From an optimization exercise on the open Yosys and OpenROAD flow, aimed at small area, a short achievable clock period and few clock cycles per item; shortcuts taken in it are not production practice. The RTL was checked by simulation tests, not by an equivalence proof against the original design. Power figures rest on the tool's default switching activity, not on a simulated workload.

== indigo ==
// colourTop
module colourTop (
	input logic CLOCK_50_I,
	input logic resetn,
	input logic [3:0] paddr,
	input logic psel,
	input logic penable,
	input logic pwrite,
	input logic [31:0] pwdata,
	output logic [31:0] prdata,
	output logic pready,
	output logic pslverr,
	output logic memRdEn,
	output colourPkg::addr_t memRdAddr,
	input colourPkg::word_t memRdData,
	output logic memWrEn,
	output colourPkg::addr_t memWrAddr,
	output colourPkg::word_t memWrData
);
Size: about 480 flip-flops.
export LEC_CHECK = 0
export CAP_MARGIN = 20
export CORE_MARGIN = 2
export CORE_UTILIZATION = 40
export CTS_CLUSTER_DIAMETER = 80
export CTS_CLUSTER_SIZE = 28
export PLACE_DENSITY = 0.6
export SETUP_SLACK_MARGIN = 5.0
export SLEW_MARGIN = 20
create_clock -name core_clock -period 9.0 [get_ports {CLOCK_50_I}]
standard.sh (not shown) runs the stock make flow with config.mk's settings and CLKGATE_MAP_FILE= SYNTH_SCRIPT=/design/flow/synth_recipe.tcl, a recipe that flattens the netlist after the stock synthesis.
==> flow/flow/run.sh <==
#!/bin/bash
set -e
bash standard.sh finish SETUP_SLACK_MARGIN=5.9 "BUFFER_PORTS_ARGS=-buffer_cell sky130_fd_sc_hd__buf_4" > standard.log 2>&1
Testbench counts of indigo, summed over its fixed seeds: cycles 921,728, frames 8.
The following lists how yarrow was set up differently from indigo:
==> flow/flow/run.sh <==
#!/bin/bash
set -e
bash standard.sh finish SETUP_SLACK_MARGIN=5.7 "BUFFER_PORTS_ARGS=-buffer_cell sky130_fd_sc_hd__buf_4" > standard.log 2>&1
## What came out
Changes observed in yarrow relative to indigo: total of plain and repair buffers excluding clock buffers decreased about 22%, final period utilization increased 1.4 points, multi-input gate share of total cell area essentially unchanged.
The following lists how onyx was set up differently from yarrow:
==> flow/flow/run.sh <==
#!/bin/bash
set -e
bash standard.sh finish SETUP_SLACK_MARGIN=5.6 > standard.log 2>&1
[summary]
- Fraction of power consumed by combinational cells was lower in onyx than in yarrow.
- onyx vs yarrow — placer congestion estimate rose about 2%.
- Between yarrow and onyx, the difference in global-route usage is negligible.
- Lower sequential fraction of design power among yarrow and onyx: yarrow
- Going from yarrow to onyx, signed area change from the synthesized netlist to the final layout shrinks by 0.15 points.
- From yarrow to onyx the numbers moved as follows: highest attainable clock frequency shrank by 4.5 MHz, minimum setup slack in the final design shrank by 0.050 ns, final total power shrank by 1.7%, share of power burned in the clock network grew by 0.2 points, endpoint required time on the critical path shrank by 0.06 ns.
Relative to onyx, the following input files were edited for amber:
Settings: a change of CTS_CLUSTER_DIAMETER from 80 to 85; a change of CTS_CLUSTER_SIZE from 28 to 32.
==> flow/flow/run.sh <==
#!/bin/bash
set -e
bash standard.sh finish SETUP_SLACK_MARGIN=5.7 "BUFFER_PORTS_ARGS=-buffer_cell sky130_fd_sc_hd__buf_4" > standard.log 2>&1
[summary]
onyx did not stop at any stage, and its layout met the timing, DRC and antenna checks.
Both conditions hold for amber: the flow ran to the end and the final layout passed the timing, DRC and antenna checks.
amber vs. onyx: overall track demand over capacity in global routing has remained practically unchanged, first-pass GRT wire length increased by 310 um relative to the old numbers, internal power component higher, clock network contribution to total cell area shrank by 0.22 points.
The post-route worst hold slack of amber falls short of that of onyx by 0.0037 ns.
Critical path depth: amber lower than onyx
Relative to onyx, global-route met1 utilization has gone up in amber.
Shortest clock period the worst path allows after layout, amber and onyx: smaller value in amber
Compared amber against onyx; cell area within noise.
Compared to onyx, amber has filler cell count 23 lower.
Fraction of area in registers essentially unchanged between onyx and amber.


== red ==
colourTop, a different RTL version from the one above (not shown whole).
Size in the first run: about 460 flip-flops, roughly 150 I/O pins, ~25000 um2 of cells after synthesis.
Design colourTop, start of the top module:
module colourTop (
	input logic CLOCK_50_I,
	input logic resetn,
	input logic [3:0] paddr,
	input logic psel,
	input logic penable,
	input logic pwrite,
	input logic [31:0] pwdata,
	output logic [31:0] prdata,
	output logic pready,
	output logic pslverr,
	output logic memRdEn,
	output colourPkg::addr_t memRdAddr,
	input colourPkg::word_t memRdData,
	output logic memWrEn,
	output colourPkg::addr_t memWrAddr,
	output colourPkg::word_t memWrData
);
clock: 9.0 ns
lec_check: 0
cap_margin: 20
core_margin: 2
core_utilization: 40
place_density: 0.6
setup_slack_margin: 5.0
slew_margin: 20
run.sh (not shown) runs the stock make flow with config.mk's settings and CLKGATE_MAP_FILE= SYNTH_SCRIPT=/design/flow/synth_recipe.tcl, a recipe that flattens the netlist after the stock synthesis.
Stock flow here: none of the scripts above is used.
red completed; timing, DRC and antenna clean
Testbench counts of red, summed over its fixed seeds: cycles 921,712, frames 8.
--- input diff red..blue ---
Settings: putting CTS_CLUSTER_SIZE at 28 where nothing was set; swapping 5.0 for 4.8 in SETUP_SLACK_MARGIN; putting CTS_CLUSTER_DIAMETER at 80 where nothing was set.
### Flow results
Looking at cell depth of the worst setup path, blue sits 12 below red. On actual transition at the worst max-transition pin, the lower figure sits with blue, not red. Against red as the reference, blue delivers a higher clock skew. Number of non-clock buffers in the layout went down by more than 10% going from red to blue. Taking red as the reference point, the final RePlAce weighted congestion of blue falls by 0.54%. Going from red to blue, met2 capacity usage during global routing went up 0.23 points; worst setup slack went down 0.057 ns.


RTL: one of the versions met above, not the one the previous note started from.
Size: roughly 480 flip-flops, ~150 I/O pins.
export LEC_CHECK = 0
export CAP_MARGIN = 20
export CORE_MARGIN = 2
export CORE_UTILIZATION = 40
export CTS_CLUSTER_DIAMETER = 85
export CTS_CLUSTER_SIZE = 32
export PLACE_DENSITY = 0.6
export SETUP_SLACK_MARGIN = 5.0
export SLEW_MARGIN = 20
create_clock -name core_clock -period 9.0 [get_ports {CLOCK_50_I}]
standard.sh (not shown) runs the stock make flow with config.mk's settings and CLKGATE_MAP_FILE= SYNTH_SCRIPT=/design/flow/synth_recipe.tcl, a recipe that flattens the netlist after the stock synthesis.
==> flow/flow/run.sh <==
#!/bin/bash
set -e
bash standard.sh finish SETUP_SLACK_MARGIN=5.8 "BUFFER_PORTS_ARGS=-buffer_cell sky130_fd_sc_hd__buf_4" > standard.log 2>&1
The first run completed without violations.
Testbench counts at the start, summed over its fixed seeds: cycles 921,728, frames 8.
Change:
==> flow/flow/run.sh (replaced) <==
#!/bin/bash
set -e
bash standard.sh finish SETUP_SLACK_MARGIN=5.6 > standard.log 2>&1
CTS_CLUSTER_DIAMETER = 80   (was 85)
CTS_CLUSTER_SIZE = 28   (was 32)
The changed run completed without violations.
Design area shrinks by 1.8%.
Via count stays flat.
Non-clock buffer count shrinks by 25.

what the ideal ports hide:
The flow's constraints put no driver on any port. The routed layouts listed below were extracted and timed again, unchanged, in two steps. Step 1 assumes that a clkbuf_16 drives the clock port and a buf_2 every other input. Step 2 times the ports against the registers' clock, not the clock port: input delays grow and output delays shrink by t, the midpoint of the rising clock arrivals with the driver on. Three values: ideal, step 1, step 2; two values: the first two.
run	t, ns	setup slack, ns	hold slack, ns	slew at the worst register clock pin (ns)
indigo	0.655	5.819 / 5.819 / 5.471	0.337 / 0.337 / 0.337	0.10 / 0.10
yarrow	0.663	5.695 / 5.695 / 5.346	0.335 / 0.335 / 0.335	0.11 / 0.11
onyx	0.664	5.644 / 5.589 / 5.217	0.336 / 0.336 / 0.336	0.11 / 0.11
amber	0.653	5.713 / 5.713 / 5.367	0.332 / 0.332 / 0.332	0.12 / 0.12
red	0.641	5.016 / 5.016 / 4.890	0.414 / 0.414 / 0.414	0.06 / 0.06
blue	0.654	4.960 / 4.960 / 4.933	0.423 / 0.423 / 0.423	0.10 / 0.10
the first run of note 3	0.658	5.830 / 5.830 / 5.477	0.326 / 0.326 / 0.326	0.11 / 0.11
the second run of note 3	0.664	5.644 / 5.589 / 5.217	0.336 / 0.336 / 0.336	0.11 / 0.11
After both steps setup and hold are still met in every run listed.
